Context: an optimization exercise on an open-source flow, tuned for small area, a short achievable clock period and few clock cycles per item. The choices shown serve that exercise and are no tape-out recipe. RTL that was checked went through simulation tests only; none was proved equivalent to the original. Power figures rest on the tool's default switching activity, not on a simulated workload.

Design aluTop, start of the top module:
module aluTop (
	input  logic                            clk,
	input  logic                            rstN,
	input  logic                            start,
	input  logic [aluPkg::operandWidth-1:0] a,
	input  logic [aluPkg::operandWidth-1:0] b,
	input  aluPkg::opcodeT                  op,
	output logic                            done,
	output logic [aluPkg::resultWidth-1:0]  result,
	output logic [aluPkg::errorWidth-1:0]   error
);
clock: 40.0 ns
lec_check: 0
cap_margin: 20
core_margin: 2
core_utilization: 40
slew_margin: 20
run.sh (not shown) runs the stock make flow with config.mk's settings and CLKGATE_MAP_FILE= SYNTH_SCRIPT=/design/flow/synth_recipe.tcl, a recipe that flattens the netlist after the stock synthesis.
The baseline completed without violations.
Testbench counts at the start, summed over its fixed seeds: cycles 8,000, items 8,000.
==> next run, changes <==
Settings changed: ABC_AREA from default to 1.
Setup slack is better by 1.9 ns.
Design area is higher by a few percent.
Count of clock-buffer cells in the layout goes up by 1.
Non-clock buffer count came out lower by 7.
Via count is higher by a few percent.
Cell count rose by about a fifth.
Global-route usage shrinks by 1.4 points.
Synthesized cell count goes up by a quarter to a third.
Clock power rose slightly.

========
Another version of the RTL of aluTop (not shown whole).
For scale: about 57 flip-flops, ~74 I/O pins.
## aluTop
module aluTop (
	input  logic                            clk,
	input  logic                            rstN,
	input  logic                            start,
	input  logic [aluPkg::operandWidth-1:0] a,
	input  logic [aluPkg::operandWidth-1:0] b,
	input  aluPkg::opcodeT                  op,
	output logic                            done,
	output logic [aluPkg::resultWidth-1:0]  result,
	output logic [aluPkg::errorWidth-1:0]   error
);
	localparam int frontBits = 10;
	logic [15:16-frontBits]  qHi;
	logic [frontBits-1:0]    remHi;
	logic [operandWidth-1:0] aQ;
	logic [operandWidth-1:0] bQ;
	aluPkg::opcodeT          opQ;
	logic [15:16-frontBits]  qHiQ;
	logic [frontBits-1:0]    remHiQ;
	logic                    validQ;
	logic [resultWidth-1:0]  addSubResult;
	logic                    overflow;
	logic [resultWidth-1:0]  product;
	logic [operandWidth-1:0] quotient;
	logic [operandWidth-1:0] remainder;
	logic                    divZero;
	divFront divFront_i (
		.aIn   (a),
		.bIn   (b),
		.qHi   (qHi),
		.remHi (remHi)
	);
	operandRegister #(
		.frontBits (frontBits)
	) operandRegister_i (
		.clk    (clk),
		.rstN   (rstN),
		.start  (start),
		.a      (a),
		.b      (b),
		.op     (op),
		.qHi    (qHi),
		.remHi  (remHi),
		.aQ     (aQ),
		.bQ     (bQ),
		.opQ    (opQ),
		.qHiQ   (qHiQ),
		.remHiQ (remHiQ),
		.validQ (validQ)
	);
	addSubUnit addSubUnit_i (
		.aQ           (aQ),
		.bQ           (bQ),
		.opQ          (opQ),
		.addSubResult (addSubResult),
		.overflow     (overflow)
	);
	multiplierArray multiplierArray_i (
		.aQ      (aQ),
		.bQ      (bQ),
		.product (product)
	);
	divBack divBack_i (
		.aIn       (aQ),
		.bIn       (bQ),
		.qHi       (qHiQ),
		.remHi     (remHiQ),
		.quotient  (quotient),
		.remainder (remainder),
		.divZero   (divZero)
	);
	resultSelect resultSelect_i (
		.validQ       (validQ),
		.opQ          (opQ),
		.addSubResult (addSubResult),
		.overflow     (overflow),
		.product      (product),
		.quotient     ({{(resultWidth-operandWidth){1'b0}}, quotient}),
		.remainder    ({{(resultWidth-operandWidth){1'b0}}, remainder}),
		.divZero      (divZero),
		.result       (result),
		.error        (error),
		.done         (done)
	);
endmodule
==> flow/config.mk <==
export PLATFORM = sky130hd
export DESIGN_NAME = aluTop
export DESIGN_NICKNAME = aluTop
export VERILOG_FILES = /design/flow/design.v
export SDC_FILE = /design/flow/constraint.sdc
export NUM_CORES = 4
export LEC_CHECK = 0
export ABC_AREA = 1
export CAP_MARGIN = 20
export CORE_MARGIN = 2
export CORE_UTILIZATION = 40
export SLEW_MARGIN = 20
==> flow/constraint.sdc <==
create_clock -name core_clock -period 40.0 [get_ports {clk}]
set_input_delay 8.0000 -clock core_clock [delete_from_list [all_inputs] [get_ports {clk}]]
set_output_delay 8.0000 -clock core_clock [all_outputs]
set_load 0.01 [all_outputs]
standard.sh (not shown) runs the stock make flow with config.mk's settings and CLKGATE_MAP_FILE= SYNTH_SCRIPT=/design/flow/synth_recipe.tcl, a recipe that flattens the netlist after the stock synthesis.
==> flow/flow/run.sh <==
#!/bin/bash
# Own layout flow: the standard flow (standard.sh, unchanged synthesis), with
# - port buffers of a stronger cell than the smallest one buffer_ports picks by default,
# - timing repair aiming past the required slack (the clock and constraints are unchanged),
#   with resizing free to change a cell's footprint.
set -euo pipefail
MARGIN=$(cat flow/margin.txt)
bash standard.sh \
	"BUFFER_PORTS_ARGS=-buffer_cell sky130_fd_sc_hd__buf_4" \
	"SETUP_SLACK_MARGIN=$MARGIN" \
	"MATCH_CELL_FOOTPRINT=0" \
	finish > standard_flow.log 2>&1
==> flow/flow/margin.txt <==
23
Change:
==> flow/flow/margin.txt (replaced) <==
24
Outcome: Hold slack is about the same; combinational power rose by about 5%; total power is higher by 4.0%.
No functional check of the RTL was part of any run of this note.

-- what the ideal ports hide --
The flow's constraints put no driver on any port. The routed layouts listed below were extracted and timed again, unchanged, in two steps.
Step 1 (the two cells are an assumption about what drives the block):
set clk [get_ports {clk}]
set_driving_cell -lib_cell sky130_fd_sc_hd__clkbuf_16 $clk
set_driving_cell -lib_cell sky130_fd_sc_hd__buf_2 [delete_from_list [all_inputs] $clk]
Step 2 times the ports against the registers' clock, not the clock port: input delays grow and output delays shrink by t, the midpoint of the rising clock arrivals with the driver on.
Three values: no drivers, after step 1, after step 2; two values: the first two.
run	t (ns)	slack for setup (ns)	clock arrival spread, ns
the first run of note 1	0.418	19.926 / 19.881 / 19.700	0.011 / 0.012
the second run of note 1	0.409	21.776 / 21.725 / 21.976	0.020 / 0.019
the first run of note 2	0.418	23.443 / 23.393 / 23.283	0.028 / 0.028
the second run of note 2	0.418	24.258 / 24.208 / 24.018	0.029 / 0.029
After both steps every run listed still meets setup and hold. The setup slack of the second run of note 2, which loses most, moves by -0.050 ns with the drivers and by -0.240 ns with both steps.
